Background: an optimization exercise with open tools, aiming at small area, a short achievable clock period and few clock cycles per item. Do not read the settings as production practice. RTL that was checked went through simulation tests only; none was proved equivalent to the original. No functional check of the RTL was part of runs 4 to 8. Power is estimated from default activity; no workload was simulated.

## flow/design.v (module list and top-level ports; edited modules follow where they fit)
// module exec_unit: 918 lines
// module tomasulo_core: 77 lines
module tomasulo_core #(
  parameter logic [31:0] REG_INIT = 32'd5
) (
  input  logic        GCLK,
  input  logic        rst,
  input  logic [31:0] inst,          
  input  logic        inst_valid,
  output logic        fetch_en,
  output logic        wb_valid,      
  output logic [31:0] wb_value,
  input  logic [3:0]  dbg_addr,
  output logic [31:0] dbg_data,
  output logic        dbg_pending,
  output logic        idle           
);
  // ...
==> flow/run.sh <==
#!/bin/bash
# synth_recipe.tcl (not shown) runs the flow's synth.tcl, then flattens the netlist and writes it again
# the make line also repeats each setting of config.mk as NAME=value (left out here)
make -C /OpenROAD-flow-scripts/flow DESIGN_CONFIG=/design/flow/config.mk WORK_HOME=/design/flow/orfs CLKGATE_MAP_FILE= SYNTH_SCRIPT=/design/flow/synth_recipe.tcl finish
==> flow/config.mk <==
export PLATFORM = sky130hd
export DESIGN_NAME = tomasulo_core
export DESIGN_NICKNAME = tomasulo_core
export VERILOG_FILES = /design/flow/design.v
export SDC_FILE = /design/flow/constraint.sdc
export NUM_CORES = 4
export LEC_CHECK = 0
export CAP_MARGIN = 0
export CORE_MARGIN = 2
export CORE_UTILIZATION = 40
export SETUP_SLACK_MARGIN = 5
export SLEW_MARGIN = 0
==> flow/constraint.sdc <==
create_clock -name core_clock -period 12.0 [get_ports {GCLK}]
set_input_delay 2.4000 -clock core_clock [delete_from_list [all_inputs] [get_ports {GCLK}]]
set_output_delay 2.4000 -clock core_clock [all_outputs]
set_load 0.01 [all_outputs]
==> flow_summary.yaml, run 1 <==
outcome:
  outcome: "finished clean"
clock_network:
  cts_buffers: 66
layout:
  sh_seq_area_pct: 35.3
  drive_above_1_share_pct: 9.58
  buffer_area_share_pct: 4.91
  final_area_mm2: 0.0507
timing:
  rsz0062_at_grt: "true"
  setup-tns-final_ns: 0
  setup_viol: 0
logic_synthesis:
  synth_simple_gate_area_share_pct: 9.71
  async_flop_share_pct: 0
  synth_top_family_by_area: "compound AO/OA/AOI/OAI gates"
  synthDistinctLibCells: 73
  synthAdderAreaFrac_pct: 12.6
  syn-num-nets: 4950
worst_setup_path:
  crit_required_ns: 9.60
  r2r_cells: 25
power_and_ir_drop:
  pwr-share-seq_pct: 50.1
  power_w: 0.00517
  switching_share_pct: 25.9
floorplan:
  ios: 107
  core_area_mm2: 0.113
  die_area_mm2: 0.117
global_route:
  grt.busiest_layer: "met2"
  grt_overflow: 0
  grt_util_all_layers_pct: 32.7
drt:
  antenna_left: 0
  m1WireLength_mm: 72.2
  top_layer_used: "met5"
worst_hold_path:
  worstHoldPathCells: 1
Testbench counts, summed over its fixed seeds: cycles 8,282, items 7,706.
==> run 2, diff against run 1 <==
--- a/flow/config.mk
+++ b/flow/config.mk
@@ -7,6 +7,7 @@
 export LEC_CHECK = 0
-export CAP_MARGIN = 0
+export CAP_MARGIN = 20
 export CORE_MARGIN = 2
 export CORE_UTILIZATION = 40
+export PLACE_DENSITY = 0.75
 export SETUP_SLACK_MARGIN = 5
-export SLEW_MARGIN = 0
+export SLEW_MARGIN = 20
==> run 2 against run 1 <==
- via count grew 1.2%
- cell area is 0.92% lower
- maximum frequency shrank 0.20%
- clock-buffer cell count decreased by 18
- die area stayed put
- area after synthesis did not move
- critical endpoint is now dbg_data[2]
- final cell count down 0.53%
- synthesized cell count is the same
- clock skew up 0.0078 ns
- power is 0.87% lower
- largest cell class unchanged
- sequential share of layout area rose by 0.29 points
==> flow_summary.yaml, run 2 <==
logic_synthesis:
  yosysMostFrequentCell: "edfxtp_1"
  synth_common_cells: "edfxtp_1 (512), clkbuf_1 (412), a22oi_1 (389)"
  synth_edf_count: 512
  ys_seq_elements: 637
  yosysTopAreaCell: "edfxtp_1"
  synth.avg_cell_area_um2: 9.86
  syn_area_mm2: 0.0456
  synth_top_area_share_pct: 33.7
  synthTopCellsByArea: "edfxtp_1 (34%), fa_1 (9.8%), a22oi_1 (6.4%)"
  synth_cells: 4621
  synthDistinctLibCells: 73
  ys_seq_area_share_pct: 39.2
  ys.warnings.count: 1
  async_flop_share_pct: 0
  synth_flop_cell: "edfxtp_1"
  syn-num-nets: 4950
worst_setup_path:
  critical_path_class: "in -> out"
  crit_required_ns: 9.60
  r2r_cells: 25
  regToRegSetupSlack_ns: 5.09
  critPathArrivalTime_ns: 4.60
  r2r-start: "e_a[8]"
  r2r_end: "e_a[31]"
  path_max_fanout: 32
  end_kind: "primary output"
  critical_path.startpoint: "dbg_addr[0]"
  start_kind: "input port"
  crit_path_end: "dbg_data[2]"
timing:
  fmax_mhz: 143
  finalCriticalPeriod_ns: 7.00
  slew_headroom_pct: 30.1
  tightest_slew_ns: 1.05
  min_period_over_period_pct: 58.4
  setup-tns-final_ns: 0
  hold_viol_final: 0
  rsz0062_at_grt: "true"
  setup_viol: 0
  drv_slew: 0
  worst_clock_skew_ns: 0.0424
floorplan:
  die_w_um: 342
  die_y_um: 342
  std_cell_rows: 123
  ios: 107
  core_area_mm2: 0.113
  start_util_pct: 40.4
  die_area_mm2: 0.117
clock_network:
  clock_path_buffers: 3
  clock_sinks: 637
  cts-root-buf: "clkbuf_16"
  cts_buffers: 58
  clk_pin_slew_ns: 0.07
  cts_hold_buf: 0
  cts.htree.levels: 2
  tritoncts: "built"
  clkLatencyLatePin_ns: 0.68
job:
  maxCapViolCount: 0
global_route:
  grt_overflow: 0
  grt_pass1_wl_mm: 271
  grt_max_degree: 65
  grt_pass1_vias: 40581
  grt_util_all_layers_pct: 30.9
  antenna_found_initial: 2
drt:
  drt_iter0_markers: 8914
  dr.pass1.iters: 12
  drc: 0
  vias: 42543
  antenna_left: 0
  wire_per_inst_um: 31.4
  wl_mm: 187
  avgViaCountPerCell: 7.13
layout:
  fin_cells: 5967
  fin_nets: 4744
  regMostFlops: "rf"
  multi_input_area_mm2: 0.0252
  drive_above_1_share_pct: 8.67
  largest_reg_flops: 512
  seq_area_mm2: 0.0179
  area_growth_pct: 10.3
  fillers: 10313
  final_common_cell: "edfxtp_1"
  final_cell_mix: "edfxtp_1 (512), a22oi_1 (389), nor2_1 (356)"
placement:
  dpl.cell_count: 5844
  portBuffers: 90
  gp_congestion: 0.955
  place_hpwl_mm: 103
power_and_ir_drop:
  p_leak_nw: 17.9
  ir_drop_v: 0.000149
  power_density_mw_per_mm2: 102
outcome:
  outcome: "finished clean"
worst_hold_path:
  hold_class: "reg -> reg"
## run 2: power breakdown
group | internal [W] | switching [W]
combinational | 0.000182 | 0.000327
sequential | 0.00248 | 0.000121
clock | 0.00114 | 0.000883
## run 2: what timing repair did
action                                  4_1_cts  5_1_grt
endpoints found under the setup margin       74       58
buffers inserted                              2        8
resized for setup                           122       92
pin swaps                                    14        6
cloned                                        0        1
endpoints found under the hold margin         0        0
## run 2: how the worst min path moves through the flow
stage          endpoint  slack, ns  cells past startpoint  startpoint
6_report        e_valid       0.42                      1      halted
5_1_grt         e_valid       0.45                      1      halted
4_1_cts         e_valid       0.43                      1      halted
3_5_place_dp    e_valid       0.41                      1      halted
3_3_place_gp    e_valid       0.42                      1      halted
2_1_floorplan  w_dst[2]       0.39                      0    e_dst[2]
## run 2: metal layers
| layer | wire, um | track usage [%] |
|---|---|---|
| met5 | 46 | 0.163 |
| met4 | 16700 | 21.1 |
| met3 | 33800 | 13.5 |
| met2 | 75600 | 43.6 |
| met1 | 61000 | 38.0 |
## run 2: stage by stage
stage	instance area [um^2]	total power, W	util (%)	setup slack [ns]	hold WS, ns
floorplan	45600	0.00289	-	5.52	0.395
global placement	47600	0.00310	42.2	3.94	0.415
detailed placement	47600	0.00311	42.2	3.89	0.414
CTS	49900	0.00509	44.2	4.90	0.426
global route	50200	0.00524	44.5	4.91	0.447
finish	50300	0.00513	44.5	5.00	0.425
## run 2: final cells by class
cell class / instances / area share (%)
multi-input combinational: 3214 / 50.1
sequential: 637 / 35.6
timing repair buffer: 222 / 4.33
tap: 1500 / 3.73
clock buffer: 74 / 3.15
inverter: 282 / 2.15
clock inverter: 36 / 0.949
antenna: 2 / 0.00996
## run 2: worst max-delay path: stages
cell	delay, ns
buf_2	0.19
nor2b_2	0.23
and3_2	0.24
buf_12	0.20
a22o_1	0.30
a221oi_2	0.19
and3_1	0.19
nand4_1	0.33
buf_2	0.28
## run 2: cell families (layout without fill, tap and decap cells)
group | Yosys count | count (layout) | synth area share [%]
flip-flops | 637 | 637 | 39.2
AO/OA/AOI/OAI | 1649 | 1649 | 26.5
buffers and inverters | 770 | 614 | 6.47
XOR/XNOR | 238 | 238 | 4.64
AND/OR/NAND/NOR | 956 | 956 | 9.71
adder cells (fa/ha/maj) | 334 | 334 | 12.6
other | 0 | 2 | 0
multiplexers | 37 | 37 | 0.846
==> run 3, diff against run 2 <==
--- a/flow/config.mk
+++ b/flow/config.mk
@@ -10,3 +10,4 @@
 export CORE_UTILIZATION = 40
-export PLACE_DENSITY = 0.75
+export CTS_CLUSTER_DIAMETER = 120
+export CTS_CLUSTER_SIZE = 30
 export SETUP_SLACK_MARGIN = 5
==> run 3 against run 2 <==
- maximum frequency up 0.75%
- sequential share of layout area up 0.70 points
- register-to-register slack better by 0.07 ns
- utilization down 0.80 points
- cell area down 1.8%
- worst hold slack better by 0.019 ns
- sequential power about the same
- critical endpoint is now dbg_data[30]
==> flow_summary.yaml, run 3 <==
outcome:
  outcome: "finished clean"
layout:
  largest_reg_flops: 512
  regMostFlops: "rf"
  drive_above_1_share_pct: 8.11
  fin_nets: 4735
  area_growth_pct: 8.31
  final_common_cell: "edfxtp_1"
  final_cell_mix: "edfxtp_1 (512), a22oi_1 (389), nor2_1 (356)"
worst_setup_path:
  regToRegSetupSlack_ns: 5.16
  end_kind: "primary output"
  critical_path_buf_inv_count: 3
  critPathArrivalTime_ns: 4.55
  max_stage_delay_ns: 0.44
  critPathTopFamily: "simple AND/OR/NAND/NOR gates"
  cp_slowest_cell: "nand4_1"
  start_kind: "input port"
  path_max_fanout: 32
  crit_chain: "buf_4, and2_2, and3_2, buf_8, a22o_1, a221oi_1, nand4_1, buf_2"
  crit_required_ns: 9.60
  critical_path_class: "in -> out"
logic_synthesis:
  syn-num-nets: 4950
  synth_flop_cell: "edfxtp_1"
  ys_seq_area_share_pct: 39.2
  synthDistinctLibCells: 73
  synth_cells: 4621
  synth_common_cells: "edfxtp_1 (512), clkbuf_1 (412), a22oi_1 (389)"
  syn_area_mm2: 0.0456
  synth.avg_cell_area_um2: 9.86
  ys_seq_elements: 637
  yosysMostFrequentCell: "edfxtp_1"
  async_flop_share_pct: 0
  synthTopCellsByArea: "edfxtp_1 (34%), fa_1 (9.8%), a22oi_1 (6.4%)"
  synth_top_area_share_pct: 33.7
  ys.warnings.count: 1
  yosysTopAreaCell: "edfxtp_1"
  synth_edf_count: 512
drt:
  drc: 0
  antenna_left: 0
  dr.pass1.iters: 9
  avgViaCountPerCell: 7.04
  route.met3.wl_mm: 29.3
  vias: 41705
  drt_iter0_markers: 7893
  wire_per_inst_um: 33.4
  met2_length_mm: 82.8
  m1WireLength_mm: 71.8
  top_layer_used: "met5"
  wl_mm: 198
floorplan:
  core_area_mm2: 0.113
  std_cell_rows: 123
  die_w_um: 342
  start_util_pct: 40.4
  die_y_um: 342
  die_area_mm2: 0.117
  ios: 107
timing:
  drv_slew: 0
  fmax_mhz: 144
  hold_viol_final: 0
  min_period_over_period_pct: 57.9
  setup_ws_ns: 5.05
  worst_clock_skew_ns: 0.0306
  rsz0062_at_grt: "false"
  tightest_slew_ns: 1.07
  slew_headroom_pct: 28.4
  finalCriticalPeriod_ns: 6.95
  setup_viol: 0
  setup-tns-final_ns: 0
clock_network:
  cts-root-buf: "clkbuf_16"
  clk_pin_slew_ns: 0.11
  clock_path_buffers: 3
  cts_hold_buf: 0
  cts_buffers: 25
  cts.htree.levels: 1
  tritoncts: "built"
  clock_sinks: 637
  clkLatencyLatePin_ns: 0.64
power_and_ir_drop:
  p_leak_nw: 17.4
  ir_drop_v: 0.000166
  power_density_mw_per_mm2: 85.5
placement:
  place_hpwl_mm: 109
  dp_slack_ns: 3.77
  gp_congestion: 0.929
  portBuffers: 90
global_route:
  grt_overflow: 0
  antenna_found_initial: 4
  grt_util_all_layers_pct: 32.4
  grt_pass1_wl_mm: 279
  grt_pass1_vias: 39386
  grt_max_degree: 81
worst_hold_path:
  hold_class: "reg -> reg"
job:
  maxCapViolCount: 0
run 3: timing repair:
action,4_1_cts,5_1_grt
buffers inserted,13,9
pin swaps,14,11
gates resized for setup,145,111
gates cloned,0,7
endpoints found under the setup margin,76,56
run 3: path summary, 6_finish.rpt:
kind,start,to,cells past startpoint
worst max-delay path,dbg_addr[1],dbg_data[30],8
worst min-delay path,halted,e_valid,1
worst min register to register,halted,e_valid,1
worst max register to register,e_b[3],e_a[31],24
run 3: cell families after synthesis:
family	synth area share, %
buffers and inverters	6.47
multiplexers	0.846
AND/OR/NAND/NOR	9.71
XOR/XNOR	4.64
adder cells (fa/ha/maj)	12.6
flip-flops	39.2
AO/OA/AOI/OAI	26.5
run 3: through the flow:
stage                     hold WS (ns)  std cells  total power (W)  util (%)  cell area, um^2
final                            0.443       5927          0.00422      43.7            49300
after global placement           0.419       5849          0.00312      42.2            47600
after detailed placement         0.427       5849          0.00312      42.2            47600
after CTS                        0.448       5907          0.00418      43.2            48800
after global routing             0.471       5924          0.00434      43.7            49300
after floorplan                  0.395       4621          0.00289         -            45600
run 3: where the power goes:
group / switching (W) / internal, W
Sequential: 0.000114 / 0.00247
Combinational: 0.000344 / 0.000191
Clock: 0.000693 / 0.000404
run 3: layer usage:
| layer | GRT usage (%) | vias to the layer above |
|---|---|---|
| li1 | - | 16885 |
| met1 | 42.7 | 20092 |
| met2 | 48.1 | 3761 |
| met3 | 9.59 | 961 |
| met4 | 17.0 | 6 |
| met5 | 0.0817 | - |
run 3: area by class of cell:
class                           count  area [um^2]
Multi-Input combinational cell   3214        25200
Tap cell                         1500         1880
Clock buffer                       42          689
Clock inverter                      3         32.5
Antenna cell                        3         7.51
Fill cell                       10629        63500
Inverter                          282         1080
Sequential cell                   637        17900
Timing Repair Buffer              246         2520
==> module tomasulo_core, before the edit <==
module tomasulo_core #(
  parameter logic [31:0] REG_INIT = 32'd5
) (
  input  logic        GCLK,
  input  logic        rst,
  input  logic [31:0] inst,          
  input  logic        inst_valid,
  output logic        fetch_en,
  output logic        wb_valid,      
  output logic [31:0] wb_value,
  input  logic [3:0]  dbg_addr,
  output logic [31:0] dbg_data,
  output logic        dbg_pending,
  output logic        idle           
);
  logic [31:0] rf   [16];
  logic [15:0] wr_q;                 
  logic        halted;
  logic        take, issue;
  logic [3:0]  opc, dst, src1, src2;
  logic        e_valid;
  logic        e_mul, e_sub;
  logic [3:0]  e_dst;
  logic [31:0] e_a, e_b;
  logic [31:0] x_y;
  logic        w_valid;
  logic [3:0]  w_dst;
  logic [31:0] w_val;
  logic [31:0] rd_a, rd_b;
  assign opc  = inst[31:28];
  assign dst  = inst[27:24];
  assign src1 = inst[23:20];
  assign src2 = inst[19:16];
  assign fetch_en = !halted;
  assign take     = inst_valid && !halted;
  assign issue    = take && (opc != tomasulo_pkg::OP_HLT);
  function automatic logic [31:0] rf_read(input logic [3:0] r);
    logic [15:0] hit;
    rf_read = '0;
    for (int j = 0; j < 16; j++) begin
      hit[j] = (r == j[3:0]);
      rf_read = rf_read | ({32{hit[j] & wr_q[j]}} & rf[j]);
    end
    if (|(hit & ~wr_q)) rf_read = rf_read | REG_INIT;
  endfunction
  assign rd_a = (w_valid && w_dst == src1) ? w_val : rf_read(src1);
  assign rd_b = (w_valid && w_dst == src2) ? w_val : rf_read(src2);
  always_ff @(posedge GCLK) begin
    if (rst) begin
      halted  <= 1'b0;
      e_valid <= 1'b0;
      w_valid <= 1'b0;
      wr_q    <= '0;
    end else begin
      if (take && opc == tomasulo_pkg::OP_HLT) halted <= 1'b1;
      e_valid <= issue;
      w_valid <= e_valid;
      if (w_valid) wr_q[w_dst] <= 1'b1;
    end
  end
  always_ff @(posedge GCLK) begin
    e_mul <= (opc == tomasulo_pkg::OP_MUL);
    e_sub <= (opc == tomasulo_pkg::OP_SUB);
    e_dst <= dst;
    e_a   <= (e_valid && e_dst == src1) ? x_y : rd_a;
    e_b   <= (e_valid && e_dst == src2) ? x_y : rd_b;
    w_dst <= e_dst;
    w_val <= x_y;
    if (w_valid) rf[w_dst] <= w_val;
  end
  exec_unit u_exec (.is_mul(e_mul), .is_sub(e_sub), .a(e_a), .b(e_b), .y(x_y));
  assign wb_valid    = w_valid;
  assign wb_value    = w_val;
  assign idle        = !e_valid && !w_valid;
  assign dbg_data    = rf_read(dbg_addr);
  assign dbg_pending = (e_valid && e_dst == dbg_addr) || (w_valid && w_dst == dbg_addr);
endmodule
==> run 4, diff against run 3 <==
--- a/flow/design.v
+++ b/flow/design.v
@@ -960,3 +960,2 @@
   logic        w_valid;
-  logic [3:0]  w_dst;
   logic [31:0] w_val;
@@ -979,4 +978,4 @@
   endfunction
-  assign rd_a = (w_valid && w_dst == src1) ? w_val : rf_read(src1);
-  assign rd_b = (w_valid && w_dst == src2) ? w_val : rf_read(src2);
+  assign rd_a = rf_read(src1);
+  assign rd_b = rf_read(src2);
   always_ff @(posedge GCLK) begin
@@ -991,3 +990,3 @@
       w_valid <= e_valid;
-      if (w_valid) wr_q[w_dst] <= 1'b1;
+      if (e_valid) wr_q[e_dst] <= 1'b1;
     end
@@ -1000,5 +999,4 @@
     e_b   <= (e_valid && e_dst == src2) ? x_y : rd_b;
-    w_dst <= e_dst;
     w_val <= x_y;
-    if (w_valid) rf[w_dst] <= w_val;
+    if (e_valid) rf[e_dst] <= x_y;
   end
@@ -1009,3 +1007,3 @@
   assign dbg_data    = rf_read(dbg_addr);
-  assign dbg_pending = (e_valid && e_dst == dbg_addr) || (w_valid && w_dst == dbg_addr);
+  assign dbg_pending = e_valid && e_dst == dbg_addr;
 endmodule
--- a/flow/config.mk
+++ b/flow/config.mk
@@ -10,4 +10,2 @@
 export CORE_UTILIZATION = 40
-export CTS_CLUSTER_DIAMETER = 120
-export CTS_CLUSTER_SIZE = 30
 export SETUP_SLACK_MARGIN = 5
==> run 4 against run 3 <==
- maximum frequency is 1.7% lower
- clock-buffer cell count is 42 higher
- sequential power is 3% lower
- worst hold slack worse by 0.0075 ns
- global-route usage is 0.92 points higher
- first-iteration DRC count is 8.4% higher
- critical endpoint is now dbg_data[11]
- largest cell class unchanged
==> flow_summary.yaml, run 4 <==
logic_synthesis:
  ys_seq_area_share_pct: 39.8
  yosysTopAreaCell: "edfxtp_1"
  synth_top_area_share_pct: 34.3
  async_flop_share_pct: 0
  synth_cells: 4501
  yosysMostFrequentCell: "edfxtp_1"
  synthDistinctLibCells: 73
  ys_seq_elements: 633
  syn-num-nets: 4830
  synth.avg_cell_area_um2: 9.95
  synth_edf_count: 512
  synth_common_cells: "edfxtp_1 (512), a22oi_1 (446), clkbuf_1 (414)"
  syn_area_mm2: 0.0448
  synth_flop_cell: "edfxtp_1"
  synthTopCellsByArea: "edfxtp_1 (34%), fa_1 (10%), a22oi_1 (7.5%)"
  ys.warnings.count: 1
drt:
  wl_mm: 201
  wire_per_inst_um: 33.9
  drc: 0
  dr.pass1.iters: 10
  antenna_left: 0
  drt_iter0_markers: 8557
  vias: 41954
  avgViaCountPerCell: 7.08
clock_network:
  clk_pin_slew_ns: 0.06
  cts_buffers: 66
  cts.htree.levels: 3
  clock_path_buffers: 3
  cts-root-buf: "clkbuf_16"
  tritoncts: "built"
  clock_sinks: 633
  cts_hold_buf: 0
  clkLatencyLatePin_ns: 0.64
floorplan:
  std_cell_rows: 122
  die_area_mm2: 0.115
  die_y_um: 339
  ios: 107
  core_area_mm2: 0.111
  die_w_um: 339
  start_util_pct: 40.4
worst_setup_path:
  critPathTopFamily: "simple AND/OR/NAND/NOR gates"
  crit_chain: "clkbuf_4, nor2b_2, and3_2, buf_12, a22o_1, a221oi_1, nand4_1, dlygate4sd2_1"
  critical_path_buf_inv_count: 3
  cp_slowest_cell: "dlygate4sd2_1"
  critical_path_class: "in -> out"
  start_kind: "input port"
  r2r-start: "e_b[7]"
  critical_path.startpoint: "dbg_addr[3]"
  critPathArrivalTime_ns: 4.67
  crit_required_ns: 9.60
  path_max_fanout: 32
  crit_path_end: "dbg_data[11]"
  regToRegSetupSlack_ns: 5.08
  end_kind: "primary output"
  r2r_cells: 25
  critical_path_cell_count: 8
  r2r_end: "e_b[22]"
  max_stage_delay_ns: 0.41
timing:
  finalCriticalPeriod_ns: 7.07
  setup_ws_ns: 4.93
  setup-tns-final_ns: 0
  min_period_over_period_pct: 58.9
  fmax_mhz: 141
  tightest_slew_ns: 1.17
  drv_slew: 0
  setup_viol: 0
  rsz0062_at_grt: "false"
  hold_viol_final: 0
  worst_clock_skew_ns: 0.0356
  slew_headroom_pct: 21.7
layout:
  largest_reg_flops: 512
  final_cell_mix: "edfxtp_1 (512), a22oi_1 (446), a22o_1 (306)"
  fin_nets: 4715
  final_common_cell: "edfxtp_1"
  fillers: 10302
  regMostFlops: "rf"
  area_growth_pct: 14.4
  drive_above_1_share_pct: 12.6
power_and_ir_drop:
  pwr-share-clk_pct: 39.9
  pwr-share-seq_pct: 47.9
  switching_share_pct: 26.2
  p_leak_nw: 18.3
  power.switching_w: 0.00138
  ir_drop_v: 0.000142
  power_frac_comb_pct: 12.2
  power_density_mw_per_mm2: 103
  internal_power_w: 0.00388
global_route:
  grt_overflow: 0
  grtUsageMet1_pct: 42.6
  grt.busiest_layer: "met2"
  grt_pass1_vias: 38956
  grt_util_met2_pct: 48.4
  antenna_found_initial: 7
  grt_max_degree: 72
  met3_usage_pct: 12.6
  grt_util_all_layers_pct: 33.3
  grt_pass1_wl_mm: 281
outcome:
  outcome: "finished clean"
placement:
  gp_congestion: 0.972
  dp_slack_ns: 3.40
  portBuffers: 90
  place_hpwl_mm: 111
worst_hold_path:
  hold_class: "reg -> reg"
job:
  maxCapViolCount: 0
-- run 4: changes by cell type after synthesis, moves of 12 or more --
cell      before  now
a21oi_1      253  221
a221oi_1     297  277
a222oi_1      23    8
a22o_1       326  306
a22oi_1      389  446
a41oi_1       26   13
and3_1        85   66
buf_2         24   12
nand2_1      221  240
nand2b_1      37   23
nand3_1       63  105
nor2_1       378  296
nor3_1        17   49
xor2_1        89   76
-- run 4: per-stage QoR --
stage / cell area [um^2] / instances / total power, W / hold WS, ns / util (%)
2_1_floorplan: 44800 / 4501 / 0.00287 / 0.399 / -
3_3_place_gp: 47000 / 5738 / 0.00311 / 0.416 / 42.4
3_5_place_dp: 47000 / 5738 / 0.00312 / 0.427 / 42.4
4_1_cts: 50100 / 5891 / 0.00521 / 0.431 / 45.2
5_1_grt: 51200 / 5926 / 0.00539 / 0.472 / 46.2
6_report: 51200 / 5929 / 0.00526 / 0.436 / 46.2
-- run 4: what timing repair did --
| action | in CTS | in global routing |
|---|---|---|
| gates cloned | 4 | 9 |
| endpoints found under the hold margin | 0 | 0 |
| setup endpoints to repair | 405 | 268 |
| resized for setup | 186 | 195 |
| pin swaps | 30 | 41 |
| buffers inserted | 29 | 26 |
-- run 4: area by class of cell --
class	count	area [um^2]	share of cell area, %
Clock buffer	84	1870	3.66
Timing Repair Buffer	294	3130	6.11
Sequential cell	633	17900	34.9
Antenna cell	3	7.51	0.0147
Multi-Input combinational cell	3114	25100	49.0
Inverter	277	1080	2.12
Tap cell	1488	1860	3.64
Clock inverter	36	304	0.594
-- run 4: cells by family (layout without fill, tap and decap cells) --
kind of cell	after synthesis	count (layout)	synth area share [%]
AO/OA/AOI/OAI	1605	1605	26.2
AND/OR/NAND/NOR	911	914	9.39
buffers and inverters	757	691	6.45
flip-flops	633	633	39.8
adder cells (fa/ha/maj)	334	334	12.8
XOR/XNOR	223	223	4.49
multiplexers	38	38	0.897
other	0	3	0
-- run 4: how the worst min path moves through the flow --
stage | cells after the start | endpoint | startpoint | slack [ns]
CTS | 1 | e_valid | halted | 0.43
global placement | 1 | e_valid | halted | 0.42
detailed placement | 1 | e_valid | halted | 0.43
global route | 1 | e_valid | halted | 0.47
finish | 1 | e_valid | halted | 0.44
floorplan | 1 | e_valid | halted | 0.40
-- run 4: worst register-to-register path, delay by kind of cell (launching register included) --
kind / cells / cell delay [ns]
AO/OA/AOI/OAI: 7 / 1.43
XOR/XNOR: 1 / 0.19
flip-flops: 1 / 0.36
AND/OR/NAND/NOR: 4 / 1.31
buffers and inverters: 7 / 0.66
adder cells (fa/ha/maj): 6 / 2.80
-- run 4: power groups by stage --
stage / combinational (W) / sequential (W) / clock [W]
floorplan: 0.000325 / 0.00254 / 0
global placement: 0.000546 / 0.00256 / 0
detailed placement: 0.000553 / 0.00256 / 0
CTS: 0.000587 / 0.00252 / 0.00211
global route: 0.000674 / 0.00252 / 0.00220
finish: 0.000639 / 0.00252 / 0.00210
-- run 4: layer usage --
layer  share of wire (%)  wire (um)  vias to the layer above
met5               0.023         47                        -
met4                 7.3      14700                        6
met3                  16      32900                     1083
met2                  42      83600                     4096
met1                  35      70000                    20050
li1                    -          -                    16719
==> run 5, diff against run 4 <==
--- a/flow/design.v
+++ b/flow/design.v
@@ -950,3 +950,4 @@
   logic [31:0] rf   [16];
-  logic [15:0] wr_q;                 
+  logic [15:0] rf_we;                
+  logic [31:0] rf_wd;                
   logic        halted;
@@ -960,2 +961,3 @@
   logic        w_valid;
+  logic [3:0]  w_dst;
   logic [31:0] w_val;
@@ -970,12 +972,9 @@
   function automatic logic [31:0] rf_read(input logic [3:0] r);
-    logic [15:0] hit;
     rf_read = '0;
     for (int j = 0; j < 16; j++) begin
-      hit[j] = (r == j[3:0]);
-      rf_read = rf_read | ({32{hit[j] & wr_q[j]}} & rf[j]);
+      rf_read = rf_read | ({32{r == j[3:0]}} & rf[j]);
     end
-    if (|(hit & ~wr_q)) rf_read = rf_read | REG_INIT;
   endfunction
-  assign rd_a = rf_read(src1);
-  assign rd_b = rf_read(src2);
+  assign rd_a = (w_valid && w_dst == src1) ? w_val : rf_read(src1);
+  assign rd_b = (w_valid && w_dst == src2) ? w_val : rf_read(src2);
   always_ff @(posedge GCLK) begin
@@ -985,3 +984,2 @@
       w_valid <= 1'b0;
-      wr_q    <= '0;
     end else begin
@@ -990,3 +988,2 @@
       w_valid <= e_valid;
-      if (e_valid) wr_q[e_dst] <= 1'b1;
     end
@@ -999,4 +996,13 @@
     e_b   <= (e_valid && e_dst == src2) ? x_y : rd_b;
+    w_dst <= e_dst;
     w_val <= x_y;
-    if (e_valid) rf[e_dst] <= x_y;
+    for (int j = 0; j < 16; j++) begin
+      if (rf_we[j]) rf[j] <= rf_wd;
+    end
+  end
+  always_comb begin
+    for (int j = 0; j < 16; j++) begin
+      rf_we[j] = rst || (w_valid && w_dst == j[3:0]);
+    end
+    rf_wd = rst ? REG_INIT : w_val;
   end
@@ -1007,3 +1013,3 @@
   assign dbg_data    = rf_read(dbg_addr);
-  assign dbg_pending = e_valid && e_dst == dbg_addr;
+  assign dbg_pending = (e_valid && e_dst == dbg_addr) || (w_valid && w_dst == dbg_addr);
 endmodule
==> run 5 against run 4 <==
- still clean on timing, DRC and antenna
- final cell count rose by 3.9%
- synthesized cell count rose by 4.9%
- clock power is 3% higher
- flip-flop and latch count fell by 12
- critical endpoint is now dbg_data[17]
- largest cell class unchanged
==> flow_summary.yaml, run 5 <==
drt:
  antenna_left: 0
  wire_per_inst_um: 33.2
  drt_iter0_markers: 8072
  top_layer_used: "met5"
  drc: 0
  avgViaCountPerCell: 7.00
  met2_length_mm: 85.0
  m1WireLength_mm: 74.0
  dr.pass1.iters: 12
  wl_mm: 205
  route.met3.wl_mm: 32.1
  vias: 43160
logic_synthesis:
  synth_flop_cell: "edfxtp_1"
  synth_cells: 4723
  synthTopCellsByArea: "edfxtp_1 (33%), fa_1 (9.7%), a22oi_1 (7.9%)"
  synth_edf_count: 512
  synth_common_cells: "edfxtp_1 (512), a22oi_1 (485), clkbuf_1 (383)"
  yosysTopAreaCell: "edfxtp_1"
  synthDistinctLibCells: 68
  ys.warnings.count: 2
  synth.avg_cell_area_um2: 9.75
  synth_top_area_share_pct: 33.4
  syn-num-nets: 5047
  ys_seq_area_share_pct: 38.1
  yosysMostFrequentCell: "edfxtp_1"
  async_flop_share_pct: 0
  syn_area_mm2: 0.0460
  ys_seq_elements: 621
placement:
  dp_slack_ns: 3.77
  portBuffers: 90
  postPlaceCellArea_mm2: 0.0485
  place_hpwl_mm: 115
  gp_congestion: 0.940
layout:
  final_common_cell: "edfxtp_1"
  area_growth_pct: 13.2
  drive_above_1_share_pct: 9.94
  final_cell_mix: "edfxtp_1 (512), a22oi_1 (485), nor2_1 (308)"
  largest_reg_flops: 512
  fillers: 10690
  fin_nets: 4919
  final_area_mm2: 0.0521
  regMostFlops: "rf"
clock_network:
  clock_sinks: 621
  tritoncts: "built"
  cts_buffers: 67
  cts.htree.levels: 3
  clk_pin_slew_ns: 0.07
  clock_path_buffers: 3
  cts_hold_buf: 0
  clkLatencyLatePin_ns: 0.63
  cts-root-buf: "clkbuf_16"
worst_setup_path:
  path_max_fanout: 32
  end_kind: "primary output"
  start_kind: "input port"
  critical_path_class: "in -> out"
  critPathArrivalTime_ns: 4.63
  crit_required_ns: 9.60
floorplan:
  std_cell_rows: 124
  start_util_pct: 40.3
  core_area_mm2: 0.114
  die_y_um: 343
  die_area_mm2: 0.118
  ios: 107
  die_w_um: 343
timing:
  hold_viol_final: 0
  tightest_slew_ns: 1.14
  finalCriticalPeriod_ns: 7.03
  setup-tns-final_ns: 0
  min_period_over_period_pct: 58.6
  slew_headroom_pct: 23.7
  worst_clock_skew_ns: 0.0195
  setup_viol: 0
  whs_ns: 0.431
  drv_slew: 0
  setup_ws_ns: 4.97
  fmax_mhz: 142
  rsz0062_at_grt: "true"
global_route:
  grt_pass1_wl_mm: 290
  grt_overflow: 0
  antenna_found_initial: 11
  grt_pass1_vias: 40468
  grt_max_degree: 79
  grt_util_all_layers_pct: 33.6
job:
  maxCapViolCount: 0
power_and_ir_drop:
  ir_drop_v: 0.000271
  power_frac_comb_pct: 50.3
  pwr-share-seq_pct: 31.1
  power.switching_w: 0.00520
  p_leak_nw: 18.7
  internal_power_w: 0.00646
  switching_share_pct: 44.6
  pwr-share-clk_pct: 18.6
  power_density_mw_per_mm2: 224
worst_hold_path:
  hold_class: "reg -> reg"
outcome:
  outcome: "finished clean"
==> run 5: what timing repair did <==
action / 4_1_cts / 5_1_grt
cloned: 1 / 2
resized for setup: 122 / 117
pin swaps: 11 / 19
endpoints found under the setup margin: 65 / 41
setup buffers: 21 / 32
==> run 5: final timing paths <==
path	startpoint	endpoint	slack, ns	cells after the start
hold / removal	e_dst[2]	w_dst[2]	0.43	0
setup reg to reg	e_b[17]	e_a[31]	5.22	19
hold reg to reg	e_dst[2]	w_dst[2]	0.43	0
setup / recovery	dbg_addr[0]	dbg_data[17]	4.97	8
==> run 5: layout make-up <==
class	count	area [um^2]	area share, %
diodes	3	7.51	0.0144
clock buffers	76	1730	3.32
clock inverters	46	546	1.05
inverters	278	1080	2.08
multi-input cells	3351	26400	50.7
flip-flops and latches	621	17600	33.8
well taps	1512	1890	3.63
repair buffers	275	2800	5.37
repair inverters	1	5.00	0.00960
==> run 5: per-stage QoR <==
stage	cells	power (W)	util (%)
5_1_grt	6160	0.0122	45.6
3_3_place_gp	5982	0.00884	42.5
3_5_place_dp	5982	0.00888	42.5
6_report	6163	0.0117	45.6
2_1_floorplan	4723	0.00692	-
4_1_cts	6126	0.0112	45.0
==> run 5: per-layer routing <==
| layer | vias to the layer above | global-route usage, % |
|---|---|---|
| met5 | - | 0.481 |
| met4 | 16 | 16.7 |
| met3 | 1024 | 12.0 |
| met2 | 3963 | 49.2 |
| met1 | 20665 | 43.8 |
| li1 | 17492 | - |
==> run 5: worst max-delay path, stage by stage <==
cell	delay, ns
buf_4	0.20
nand2b_4	0.24
nor2_4	0.06
buf_6	0.29
a22o_1	0.31
a221oi_1	0.33
nand4_1	0.37
dlygate4sd2_1	0.40
==> run 5: logic make-up (layout without fill, tap and decap cells) <==
family | count (synthesis) | count (layout) | share of synthesized area (%)
compound gates | 1652 | 1652 | 25.9
simple gates | 1044 | 1044 | 10.7
buf+inv | 751 | 676 | 6.19
flops | 621 | 621 | 38.1
fa+ha+maj | 376 | 376 | 13.4
xor+xnor | 230 | 230 | 4.59
mux | 49 | 49 | 1.07
other cells | 0 | 3 | 0
==> run 5: power by group through the flow <==
stage / sequential (W) / combinational [W] / clock (W)
floorplan: 0.00328 / 0.00364 / 0
global placement: 0.00361 / 0.00524 / 0
detailed placement: 0.00361 / 0.00527 / 0
CTS: 0.00357 / 0.00543 / 0.00217
global route: 0.00364 / 0.00634 / 0.00226
finish: 0.00362 / 0.00587 / 0.00217
==> run 6, diff against run 5 <==
--- a/flow/design.v
+++ b/flow/design.v
@@ -950,4 +950,3 @@
   logic [31:0] rf   [16];
-  logic [15:0] rf_we;                
-  logic [31:0] rf_wd;                
+  logic [15:0] wr_q;                 
   logic        halted;
@@ -964,2 +963,6 @@
   logic [31:0] rd_a, rd_b;
+  logic [31:0] port_a, port_b;
+  logic [3:0]  addr_a, addr_b;
+  logic        r_pend;
+  logic [3:0]  r_src1, r_src2;
   assign opc  = inst[31:28];
@@ -968,13 +971,20 @@
   assign src2 = inst[19:16];
-  assign fetch_en = !halted;
-  assign take     = inst_valid && !halted;
+  assign fetch_en = !halted && !r_pend;
+  assign take     = inst_valid && fetch_en;
   assign issue    = take && (opc != tomasulo_pkg::OP_HLT);
   function automatic logic [31:0] rf_read(input logic [3:0] r);
+    logic [15:0] hit;
     rf_read = '0;
     for (int j = 0; j < 16; j++) begin
-      rf_read = rf_read | ({32{r == j[3:0]}} & rf[j]);
+      hit[j] = (r == j[3:0]);
+      rf_read = rf_read | ({32{hit[j] & wr_q[j]}} & rf[j]);
     end
+    if (|(hit & ~wr_q)) rf_read = rf_read | REG_INIT;
   endfunction
-  assign rd_a = (w_valid && w_dst == src1) ? w_val : rf_read(src1);
-  assign rd_b = (w_valid && w_dst == src2) ? w_val : rf_read(src2);
+  assign addr_a = idle ? dbg_addr : r_pend ? r_src1 : src1;
+  assign addr_b = r_pend ? r_src2 : src2;
+  assign port_a = rf_read(addr_a);
+  assign port_b = rf_read(addr_b);
+  assign rd_a = (w_valid && w_dst == src1) ? w_val : port_a;
+  assign rd_b = (w_valid && w_dst == src2) ? w_val : port_b;
   always_ff @(posedge GCLK) begin
@@ -982,8 +992,12 @@
       halted  <= 1'b0;
+      r_pend  <= 1'b0;
       e_valid <= 1'b0;
       w_valid <= 1'b0;
+      wr_q    <= '0;
     end else begin
       if (take && opc == tomasulo_pkg::OP_HLT) halted <= 1'b1;
-      e_valid <= issue;
+      r_pend  <= issue && idle;
+      e_valid <= (issue && !idle) || r_pend;
       w_valid <= e_valid;
+      if (w_valid) wr_q[w_dst] <= 1'b1;
     end
@@ -991,5 +1005,9 @@
   always_ff @(posedge GCLK) begin
-    e_mul <= (opc == tomasulo_pkg::OP_MUL);
-    e_sub <= (opc == tomasulo_pkg::OP_SUB);
-    e_dst <= dst;
+    if (!r_pend) begin
+      e_mul  <= (opc == tomasulo_pkg::OP_MUL);
+      e_sub  <= (opc == tomasulo_pkg::OP_SUB);
+      e_dst  <= dst;
+      r_src1 <= src1;
+      r_src2 <= src2;
+    end
     e_a   <= (e_valid && e_dst == src1) ? x_y : rd_a;
@@ -998,11 +1016,3 @@
     w_val <= x_y;
-    for (int j = 0; j < 16; j++) begin
-      if (rf_we[j]) rf[j] <= rf_wd;
-    end
-  end
-  always_comb begin
-    for (int j = 0; j < 16; j++) begin
-      rf_we[j] = rst || (w_valid && w_dst == j[3:0]);
-    end
-    rf_wd = rst ? REG_INIT : w_val;
+    if (w_valid) rf[w_dst] <= w_val;
   end
@@ -1011,4 +1021,4 @@
   assign wb_value    = w_val;
-  assign idle        = !e_valid && !w_valid;
-  assign dbg_data    = rf_read(dbg_addr);
+  assign idle        = !e_valid && !w_valid && !r_pend;
+  assign dbg_data    = port_a;   
   assign dbg_pending = (e_valid && e_dst == dbg_addr) || (w_valid && w_dst == dbg_addr);
==> run 6 against run 5 <==
- via count down 8.5%
- clock-buffer cell count up 4
- maximum frequency down 5.5%
- setup slack worse by 0.41 ns
- non-clock buffer count up 302
- flip-flop and latch count up 25
- global-route usage down 1.8 points
- die area down 6.1%
- first-iteration DRC count down 13%
- synthesized cell count down 10%
- sequential power down 24%
- largest power group is now registers
==> flow_summary.yaml, run 6 <==
worst_setup_path:
  critical_path_class: "in -> reg"
  r2r-start: "e_b[7]"
  start_kind: "input port"
  end_kind: "register"
  crit_required_ns: 12.53
  path_max_fanout: 5
  r2r_cells: 27
  cp_slowest_cell: "or3b_4"
  crit_path_end: "e_a[2]"
  max_stage_delay_ns: 0.40
  r2r_end: "w_val[31]"
  critical_path.startpoint: "dbg_addr[0]"
  crit_top_cell: "buf_4"
  critPathArrivalTime_ns: 7.97
  regToRegSetupSlack_ns: 5.08
floorplan:
  std_cell_rows: 120
  die_area_mm2: 0.111
  core_area_mm2: 0.107
  ios: 107
  start_util_pct: 40.4
  die_w_um: 333
  die_y_um: 333
clock_network:
  clk_pin_slew_ns: 0.06
  cts.htree.levels: 2
  cts_buffers: 61
  clock_path_buffers: 3
  cts_hold_buf: 0
  clock_sinks: 646
  cts-root-buf: "clkbuf_16"
  tritoncts: "built"
  clkLatencyLatePin_ns: 0.69
layout:
  final_area_mm2: 0.0531
  area_growth_pct: 22.9
  seq_area_mm2: 0.0182
  fin_nets: 4822
  drive_above_1_share_pct: 19.1
  multi_input_area_mm2: 0.0237
  largest_reg_flops: 512
  fin_cells: 5951
  final_cell_mix: "edfxtp_1 (518), a22oi_1 (450), nor2_1 (302)"
  final_common_cell: "edfxtp_1"
  regMostFlops: "rf"
  fillers: 9393
placement:
  portBuffers: 90
  place_hpwl_mm: 101
  dp_slack_ns: 3.09
  postPlaceCellArea_mm2: 0.0455
  dpl.cell_count: 5470
  gp_congestion: 0.916
worst_hold_path:
  hold_class: "reg -> reg"
logic_synthesis:
  yosysMostFrequentCell: "edfxtp_1"
  synth_flop_cell: "edfxtp_1"
  ys.warnings.count: 1
  async_flop_share_pct: 0
  synth_top_area_share_pct: 36.0
  synth_common_cells: "edfxtp_1 (518), a22oi_1 (476), nor2_1 (324)"
  synth_cells: 4248
  synth_edf_count: 518
  syn_area_mm2: 0.0432
  synthTopCellsByArea: "edfxtp_1 (36%), fa_1 (10%), a22oi_1 (8.3%)"
  syn-num-nets: 4577
  synthDistinctLibCells: 75
  synth.avg_cell_area_um2: 10.2
  yosysTopAreaCell: "edfxtp_1"
  ys_seq_elements: 646
  ys_seq_area_share_pct: 41.9
global_route:
  grt_overflow: 0
  met3_usage_pct: 8.45
  grt_max_degree: 54
  grt_util_all_layers_pct: 31.8
  grt_pass1_vias: 36772
  antenna_found_initial: 5
  grt.busiest_layer: "met2"
  grtUsageMet1_pct: 41.0
  grt_util_met2_pct: 48.7
  grt_pass1_wl_mm: 260
drt:
  avgViaCountPerCell: 6.64
  wire_per_inst_um: 32.2
  dr.pass1.iters: 7
  vias: 39487
  drc: 0
  drt_iter0_markers: 7022
  antenna_left: 0
  wl_mm: 191
timing:
  min_period_over_period_pct: 61.9
  tightest_slew_ns: 1.30
  rsz0062_at_grt: "true"
  finalCriticalPeriod_ns: 7.43
  hold_viol_final: 0
  worst_clock_skew_ns: 0.0426
  setup_ws_ns: 4.57
  setup_viol: 0
  slew_headroom_pct: 13.6
  fmax_mhz: 135
  drv_slew: 0
  setup-tns-final_ns: 0
outcome:
  outcome: "finished clean"
power_and_ir_drop:
  power_density_mw_per_mm2: 108
  ir_drop_v: 0.000147
  p_leak_nw: 19.8
job:
  maxCapViolCount: 0
## run 6: cell count changes in the layout (fill, tap and decap cells not counted), sizes merged, moves of 43 or more
cell / change
a221oi: -134
buf: +320
a22o: -149
nor2b: -57
a21oi: -58
and3: +43
nand3: -66
maj3: -47
## run 6: how the worst min path moves through the flow
stage | start | end | cells after the start
6_report | r_src1[3] | r_src1[3] | 2
5_1_grt | r_src1[3] | r_src1[3] | 2
4_1_cts | r_src1[3] | r_src1[3] | 2
3_5_place_dp | r_src1[3] | r_src1[3] | 2
3_3_place_gp | r_src1[3] | r_src1[3] | 2
2_1_floorplan | r_src1[3] | r_src1[3] | 2
## run 6: metal layers
layer  part of all wire (%)  vias up
met1                     35    19004
met2                     43     3472
met5                  0.014        -
met3                     14      872
met4                    7.7        4
li1                       -    16135
## run 6: layout make-up
type	instances	share of cell area [%]
repair buffers	577	12.0
clock buffers	80	3.08
multi-input cells	2922	44.6
clock inverters	33	0.693
flip-flops and latches	646	34.2
diodes	5	0.0236
well taps	1403	3.31
inverters	285	2.04
## run 6: logic make-up after synthesis
family	synth area share [%]
adders and majority gates	13.3
buffers and inverters	6.13
muxes	2.05
xor gates and xnor gates	4.93
DFF	41.9
and+or+nand+nor	9.65
AOI/OAI and AO/OA	22.0
## run 6: critical path, delay by kind of cell
| kind | cells | cell delay (ns) |
|---|---|---|
| AND/OR/NAND/NOR | 4 | 1.03 |
| AO/OA/AOI/OAI | 4 | 0.73 |
| buffers and inverters | 29 | 3.64 |
| multiplexers | 1 | 0.15 |
## run 6: timing repair
action                                  4_1_cts  5_1_grt
pin swaps                                    73       74
setup buffers                               217      110
resized for setup                           372      241
cloned                                       19       17
endpoints found under the setup margin       83       64
## run 6: through the flow
stage,util (%),power (W),hold WS [ns]
CTS,47.3,0.00558,0.464
global route,49.6,0.00586,0.493
detailed placement,42.5,0.00352,0.448
finish,49.6,0.00572,0.460
floorplan,-,0.00316,0.429
global placement,42.5,0.00352,0.443
## run 6: power by group
part	internal, W	switching (W)
Combinational	0.000387	0.000576
Sequential	0.00258	0.000179
Clock	0.00110	0.000904
Total	0.00406	0.00166
==> run 7, diff against run 6 <==
--- a/flow/design.v
+++ b/flow/design.v
@@ -987,3 +987,3 @@
   assign port_b = rf_read(addr_b);
-  assign rd_a = (w_valid && w_dst == src1) ? w_val : port_a;
+  assign rd_a = idle ? REG_INIT : (w_valid && w_dst == src1) ? w_val : port_a;
   assign rd_b = (w_valid && w_dst == src2) ? w_val : port_b;
@@ -998,4 +998,4 @@
       if (take && opc == tomasulo_pkg::OP_HLT) halted <= 1'b1;
-      r_pend  <= issue && idle;
-      e_valid <= (issue && !idle) || r_pend;
+      r_pend  <= issue && idle && wr_q[src1];
+      e_valid <= (issue && !(idle && wr_q[src1])) || r_pend;
       w_valid <= e_valid;
==> run 7 against run 6 <==
- still clean on timing, DRC and antenna
- clock-buffer cell count is 15 higher
- first-iteration DRC count is 1.2% lower
- worst hold slack better by 0.021 ns
- critical path depth is 25 lower
- sequential power is 6% lower
- combinational power is 36% lower
- area after synthesis is 0.70% higher
- final cell count is 2.7% lower
==> flow_summary.yaml, run 7 <==
timing:
  finalCriticalPeriod_ns: 7.49
  rsz0062_at_grt: "true"
  tightest_slew_ns: 1.32
  setup_viol: 0
  slew_headroom_pct: 11.4
  min_period_over_period_pct: 62.5
  worst_clock_skew_ns: 0.0431
  fmax_mhz: 133
  drv_slew: 0
  hold_viol_final: 0
  setup-tns-final_ns: 0
  setup_ws_ns: 4.51
global_route:
  antenna_found_initial: 11
  grt_max_degree: 70
  grt_util_all_layers_pct: 32.5
  grt_pass1_vias: 36712
  grt_pass1_wl_mm: 265
  grt_overflow: 0
floorplan:
  core_area_mm2: 0.108
  die_area_mm2: 0.111
  die_w_um: 334
  std_cell_rows: 120
  start_util_pct: 40.5
  ios: 107
  die_y_um: 334
worst_setup_path:
  start_kind: "input port"
  critPathArrivalTime_ns: 5.09
  r2r_cells: 24
  critical_path_cell_count: 13
  critPathTopFamily: "simple AND/OR/NAND/NOR gates"
  critical_path_buf_inv_count: 6
  critical_path_class: "in -> out"
  cp_slowest_cell: "or4_4"
  crit_top_cell: "buf_6"
  path_max_fanout: 5
  crit_chain: "buf_8, or3b_4, a31oi_4, buf_6, buf_6, nor4_4, buf_6, and2_4, buf_6, a22o_1, a221o_1, or4_4, buf_6"
  end_kind: "primary output"
  max_stage_delay_ns: 0.63
  crit_required_ns: 9.60
layout:
  drive_above_1_share_pct: 18.9
  fin_nets: 4661
  fin_cells: 5791
  final_common_cell: "edfxtp_1"
  largest_reg_flops: 512
  final_cell_mix: "edfxtp_1 (518), a22oi_1 (346), inv_1 (266)"
  regMostFlops: "rf"
  area_growth_pct: 21.0
drt:
  avgViaCountPerCell: 6.77
  vias: 39185
  wl_mm: 189
  drt_iter0_markers: 6940
  drc: 0
  dr.pass1.iters: 9
  wire_per_inst_um: 32.7
  antenna_left: 0
clock_network:
  clk_pin_slew_ns: 0.06
  cts-root-buf: "clkbuf_16"
  cts_buffers: 67
  clkLatencyLatePin_ns: 0.64
  clock_path_buffers: 3
  cts.htree.levels: 3
  clock_sinks: 646
  tritoncts: "built"
logic_synthesis:
  synth_common_cells: "edfxtp_1 (518), a22oi_1 (365), clkbuf_1 (286)"
  ys_seq_elements: 646
  synth_top_area_share_pct: 35.8
  syn-num-nets: 4490
  ys_seq_area_share_pct: 41.6
  synth_edf_count: 518
  syn_area_mm2: 0.0435
  yosysTopAreaCell: "edfxtp_1"
  synth_cells: 4161
  yosysMostFrequentCell: "edfxtp_1"
  synth.avg_cell_area_um2: 10.5
  synth_flop_cell: "edfxtp_1"
  ys.warnings.count: 1
  async_flop_share_pct: 0
  synthDistinctLibCells: 89
  synthTopCellsByArea: "edfxtp_1 (36%), fa_1 (10%), a22oi_1 (6.3%)"
placement:
  dpl.cell_count: 5380
  place_hpwl_mm: 104
  dp_slack_ns: 2.59
  portBuffers: 90
  gp_congestion: 0.916
power_and_ir_drop:
  switching_share_pct: 26.2
  ir_drop_v: 0.000127
  pwr-share-seq_pct: 48.5
  power.switching_w: 0.00141
  internal_power_w: 0.00396
  power_density_mw_per_mm2: 102
  power_frac_comb_pct: 11.6
  power_w: 0.00536
  pwr-share-clk_pct: 39.9
  p_leak_nw: 19.0
worst_hold_path:
  hold_class: "reg -> reg"
  worstHoldPathCells: 1
outcome:
  outcome: "finished clean"
job:
  maxCapViolCount: 0
-- run 7: cell count changes in the layout (fill, tap and decap cells not counted), sizes merged, moves of 28 or more --
cell / change
a22oi: -111
nand2: -66
nor2: -66
buf: -65
mux2i: -45
a22o: +38
a222oi: +33
a221oi: +28
-- run 7: logic make-up (layout without fill, tap and decap cells) --
group | after synthesis | count (layout) | synth area share (%)
AOI/OAI and AO/OA | 1369 | 1370 | 22.8
and+or+nand+nor | 848 | 850 | 9.77
buffers and inverters | 674 | 895 | 6.22
DFF | 646 | 646 | 41.6
adders and majority gates | 327 | 327 | 13.1
xor gates and xnor gates | 231 | 231 | 4.78
muxes | 66 | 66 | 1.73
other | 0 | 3 | 0
-- run 7: what timing repair did --
action | in CTS | in global routing
hold buffers | 0 | 0
resized for setup | 460 | 147
setup endpoints to repair | 83 | 64
cloned | 21 | 5
setup buffers | 209 | 50
pin swaps | 78 | 53
-- run 7: layout make-up --
type / instances / area, um^2
Antenna cell: 3 / 7.51
Clock inverter: 27 / 273
Inverter: 271 / 1030
Sequential cell: 646 / 18200
Clock buffer: 95 / 1960
Multi-Input combinational cell: 2844 / 23900
Fill cell: 9520 / 54900
Timing Repair Buffer: 502 / 5530
Tap cell: 1403 / 1760
-- run 7: power groups by stage --
stage	sequential [W]	clock, W	combinational (W)
after CTS	0.00260	0.00214	0.000575
after global placement	0.00264	0	0.000494
final	0.00260	0.00214	0.000620
after floorplan	0.00261	0	0.000294
after detailed placement	0.00264	0	0.000497
after global routing	0.00261	0.00222	0.000650
-- run 7: stage by stage --
step           area (um^2)  hold WS, ns  util (%)
6_report             52600        0.480      49.0
5_1_grt              52600        0.498      49.0
4_1_cts              51500        0.479      47.9
3_5_place_dp         45700        0.465      42.5
3_3_place_gp         45700        0.457      42.5
2_1_floorplan        43500        0.445         -
-- run 7: worst paths after layout --
kind	from	end	slack, ns
max	dbg_addr[3]	dbg_data[12]	4.51
min	r_src1[1]	r_src1[1]	0.48
max reg2reg	e_b[7]	e_b[21]	5.17
min reg2reg	r_src1[1]	r_src1[1]	0.48
-- run 7: routing by layer --
metal	up-vias	GRT usage (%)	wire, um
met3	880	10.7	28800
met2	3383	47.7	79400
li1	15946	-	-
met5	-	0	80
met1	18966	42.0	67000
met4	10	18.8	14000
==> run 8, diff against run 7 <==
--- a/flow/config.mk
+++ b/flow/config.mk
@@ -9,3 +9,5 @@
 export CORE_MARGIN = 2
-export CORE_UTILIZATION = 40
+export CORE_UTILIZATION = 50
+export CTS_CLUSTER_DIAMETER = 100
+export CTS_CLUSTER_SIZE = 24
 export SETUP_SLACK_MARGIN = 5
==> run 8 against run 7 <==
- clock-buffer cell count shrank 41
- final cell count shrank 6.3%
- first-iteration DRC count shrank 5.1%
- flip-flop and latch count is the same
- sequential power is essentially flat
- utilization grew 9.2 points
- setup slack gained 0.077 ns
- combinational power shrank 2%
- clock power shrank 43%
- non-clock buffer count shrank 51
- sequential share of layout area grew 1.6 points
- critical endpoint is now dbg_data[22]
- largest cell class unchanged
- largest power group unchanged
==> flow_summary.yaml, run 8 <==
outcome:
  outcome: "finished clean"
global_route:
  grt_overflow: 0
  grt_util_all_layers_pct: 39.8
  grt_pass1_wl_mm: 259
  grt_max_degree: 65
  antenna_found_initial: 5
  grt_pass1_vias: 36210
drt:
  drc: 0
  vias: 38560
  avgViaCountPerCell: 7.11
  antenna_left: 0
  drt_iter0_markers: 6587
  wl_mm: 185
  dr.pass1.iters: 10
  wire_per_inst_um: 34.2
floorplan:
  ios: 107
  die_w_um: 299
  die_y_um: 299
  die_area_mm2: 0.0894
  std_cell_rows: 108
  start_util_pct: 50.3
  core_area_mm2: 0.0865
layout:
  area_growth_pct: 15.5
  largest_reg_flops: 512
  regMostFlops: "rf"
  fin_nets: 4573
  fillers: 7300
  drive_above_1_share_pct: 16.4
  final_common_cell: "edfxtp_1"
  final_cell_mix: "edfxtp_1 (518), a22oi_1 (346), inv_1 (266)"
logic_synthesis:
  synth_cells: 4161
  async_flop_share_pct: 0
  ys.warnings.count: 1
  ys_seq_area_share_pct: 41.6
  synthDistinctLibCells: 89
  yosysMostFrequentCell: "edfxtp_1"
  syn-num-nets: 4490
  synthTopCellsByArea: "edfxtp_1 (36%), fa_1 (10%), a22oi_1 (6.3%)"
  synth_top_area_share_pct: 35.8
  ys_seq_elements: 646
  yosysTopAreaCell: "edfxtp_1"
  synth.avg_cell_area_um2: 10.5
  syn_area_mm2: 0.0435
  synth_edf_count: 518
  synth_common_cells: "edfxtp_1 (518), a22oi_1 (365), clkbuf_1 (286)"
  synth_flop_cell: "edfxtp_1"
timing:
  rsz0062_at_grt: "true"
  tightest_slew_ns: 1.13
  setup-tns-final_ns: 0
  whs_ns: 0.487
  worst_clock_skew_ns: 0.0387
  drv_slew: 0
  finalCriticalPeriod_ns: 7.42
  fmax_mhz: 135
  slew_headroom_pct: 24.5
  hold_viol_final: 0
  min_period_over_period_pct: 61.8
  setup_viol: 0
power_and_ir_drop:
  switching_share_pct: 27.1
  power.switching_w: 0.00120
  power_density_mw_per_mm2: 88.1
  internal_power_w: 0.00323
  pwr-share-clk_pct: 27.6
  p_leak_nw: 17.9
  ir_drop_v: 0.000141
  power_frac_comb_pct: 13.7
  pwr-share-seq_pct: 58.7
job:
  maxCapViolCount: 0
worst_setup_path:
  path_max_fanout: 7
  crit_required_ns: 9.60
  end_kind: "primary output"
  crit_path_end: "dbg_data[22]"
  max_stage_delay_ns: 0.57
  critical_path_class: "in -> out"
  r2r-start: "e_a[2]"
  r2r_end: "e_b[22]"
  cp_slowest_cell: "or4_4"
  crit_top_cell: "buf_6"
  r2r_cells: 26
  critPathArrivalTime_ns: 5.02
  crit_chain: "buf_8, or3b_4, a31oi_4, buf_6, nor4_4, buf_4, and2_4, buf_12, buf_16, a22oi_2, nand2_1, or4_4, buf_6"
  critical_path.startpoint: "dbg_addr[3]"
  start_kind: "input port"
  regToRegSetupSlack_ns: 5.12
clock_network:
  cts.htree.levels: 1
  clkLatencyLatePin_ns: 0.66
  cts_buffers: 31
  clock_path_buffers: 3
  tritoncts: "built"
  clk_pin_slew_ns: 0.10
  cts-root-buf: "clkbuf_16"
  clock_sinks: 646
placement:
  portBuffers: 90
  place_hpwl_mm: 103
  gp_congestion: 0.911
worst_hold_path:
  hold_class: "reg -> reg"
[run 8: cell counts after synthesis]
No cell type changed its count.
[run 8: layer usage]
layer	share of wire, %	GRT usage, %	vias to the layer above
met4	7.9	24.1	2
met5	0.0070	0	-
met1	35	50.1	18827
met2	44	61.7	3175
met3	13	10.3	829
li1	-	-	15727
[run 8: how the worst min path moves through the flow]
stage	from	end	cells after the start
2_1_floorplan	e_dst[2]	w_dst[2]	0
3_3_place_gp	r_src1[0]	r_src1[0]	1
3_5_place_dp	r_src1[0]	r_src1[0]	1
4_1_cts	r_src1[0]	r_src1[0]	1
5_1_grt	r_src1[0]	r_src1[0]	1
6_report	r_src1[1]	r_src1[1]	1
[run 8: kinds of logic after synthesis]
| family | count (synthesis) | share of synthesized area (%) |
|---|---|---|
| compound gates | 1369 | 22.8 |
| xor+xnor | 231 | 4.78 |
| fa+ha+maj | 327 | 13.1 |
| buf+inv | 674 | 6.22 |
| flops | 646 | 41.6 |
| mux | 66 | 1.73 |
| simple gates | 848 | 9.77 |
[run 8: power by group through the flow]
stage | sequential (W) | clock, W | combinational [W]
floorplan | 0.00261 | 0 | 0.000294
global placement | 0.00264 | 0 | 0.000493
detailed placement | 0.00264 | 0 | 0.000494
CTS | 0.00260 | 0.00122 | 0.000557
global route | 0.00261 | 0.00129 | 0.000637
finish | 0.00260 | 0.00122 | 0.000606
[run 8: repair_timing]
action / in CTS / in global routing
cloned: 19 / 9
buffers inserted: 159 / 47
setup endpoints to repair: 68 / 67
pin swaps: 64 / 60
resized for setup: 428 / 148
hold buffers: 0 / 0
hold endpoints to repair: 0 / 0
[run 8: final cells by class]
class | instances | area (um^2) | area share (%)
antenna | 2 | 5.00 | 0.00996
clock buffer | 54 | 862 | 1.72
clock inverter | 3 | 36.3 | 0.0722
inverter | 271 | 1020 | 2.04
multi-input combinational | 2843 | 23800 | 47.4
sequential | 646 | 18200 | 36.1
tap | 1155 | 1450 | 2.88
timing repair buffer | 451 | 4920 | 9.78
[run 8: critical path, delay by kind of cell]
| family | cells | cell delay [ns] |
|---|---|---|
| AO/OA/AOI/OAI | 2 | 0.43 |
| buffers and inverters | 6 | 0.87 |
| AND/OR/NAND/NOR | 5 | 1.30 |
[run 8: stage by stage]
step                total power (W)  std cells  cell area [um^2]  util, %  setup WS (ns)
floorplan                   0.00291       4161             43500        -           5.07
global placement            0.00314       5132             45400     52.5           2.68
detailed placement          0.00314       5132             45400     52.5           2.66
CTS                         0.00437       5367             49100     56.7           4.66
global route                0.00454       5423             50300     58.1           4.58
finish                      0.00443       5425             50300     58.1           4.58

what the ideal ports hide:
In the flow no input, the clock included, has a driving cell. The finished layouts below were timed again as built, in two steps.
Step 1 sets driving cells, clkbuf_16 on the clock port and buf_2 on the other inputs (assumed; they add their load-dependent delay and slew).
Step 2 also shifts input and output timing later by t, the mid clock arrival at the registers, as if the neighbouring blocks saw the same clock.
Three values: ideal, step 1, step 2; two values: the first two.
| run | t (ns) | setup WS [ns] | hold WS [ns] | worst register clock-pin slew, ns | cell pins on the clock port's net |
|---|---|---|---|---|---|
| run 1 | 0.683 | 5.010 / 4.983 / 4.983 | 0.436 / 0.436 / 0.436 | 0.07 / 0.07 | 1 |
| run 2 | 0.727 | 4.996 / 4.974 / 4.974 | 0.425 / 0.425 / 0.425 | 0.08 / 0.08 | 1 |
| run 3 | 0.695 | 5.049 / 5.021 / 5.021 | 0.443 / 0.443 / 0.443 | 0.12 / 0.12 | 1 |
| run 4 | 0.693 | 4.927 / 4.906 / 4.906 | 0.436 / 0.436 / 0.436 | 0.07 / 0.07 | 1 |
| run 5 | 0.689 | 4.974 / 4.812 / 4.812 | 0.431 / 0.431 / 0.431 | 0.07 / 0.07 | 1 |
| run 6 | 0.738 | 4.566 / 4.562 / 3.855 | 0.460 / 0.460 / 0.460 | 0.08 / 0.08 | 1 |
| run 7 | 0.684 | 4.505 / 4.455 / 4.352 | 0.480 / 0.480 / 0.480 | 0.07 / 0.07 | 1 |
| run 8 | 0.708 | 4.582 / 4.523 / 3.951 | 0.487 / 0.487 / 0.487 | 0.11 / 0.11 | 1 |
After both steps setup and hold are still met in every run listed. For run 6, which loses most, drivers alone change the setup slack by -0.004 ns; drivers and shift together by -0.711 ns.
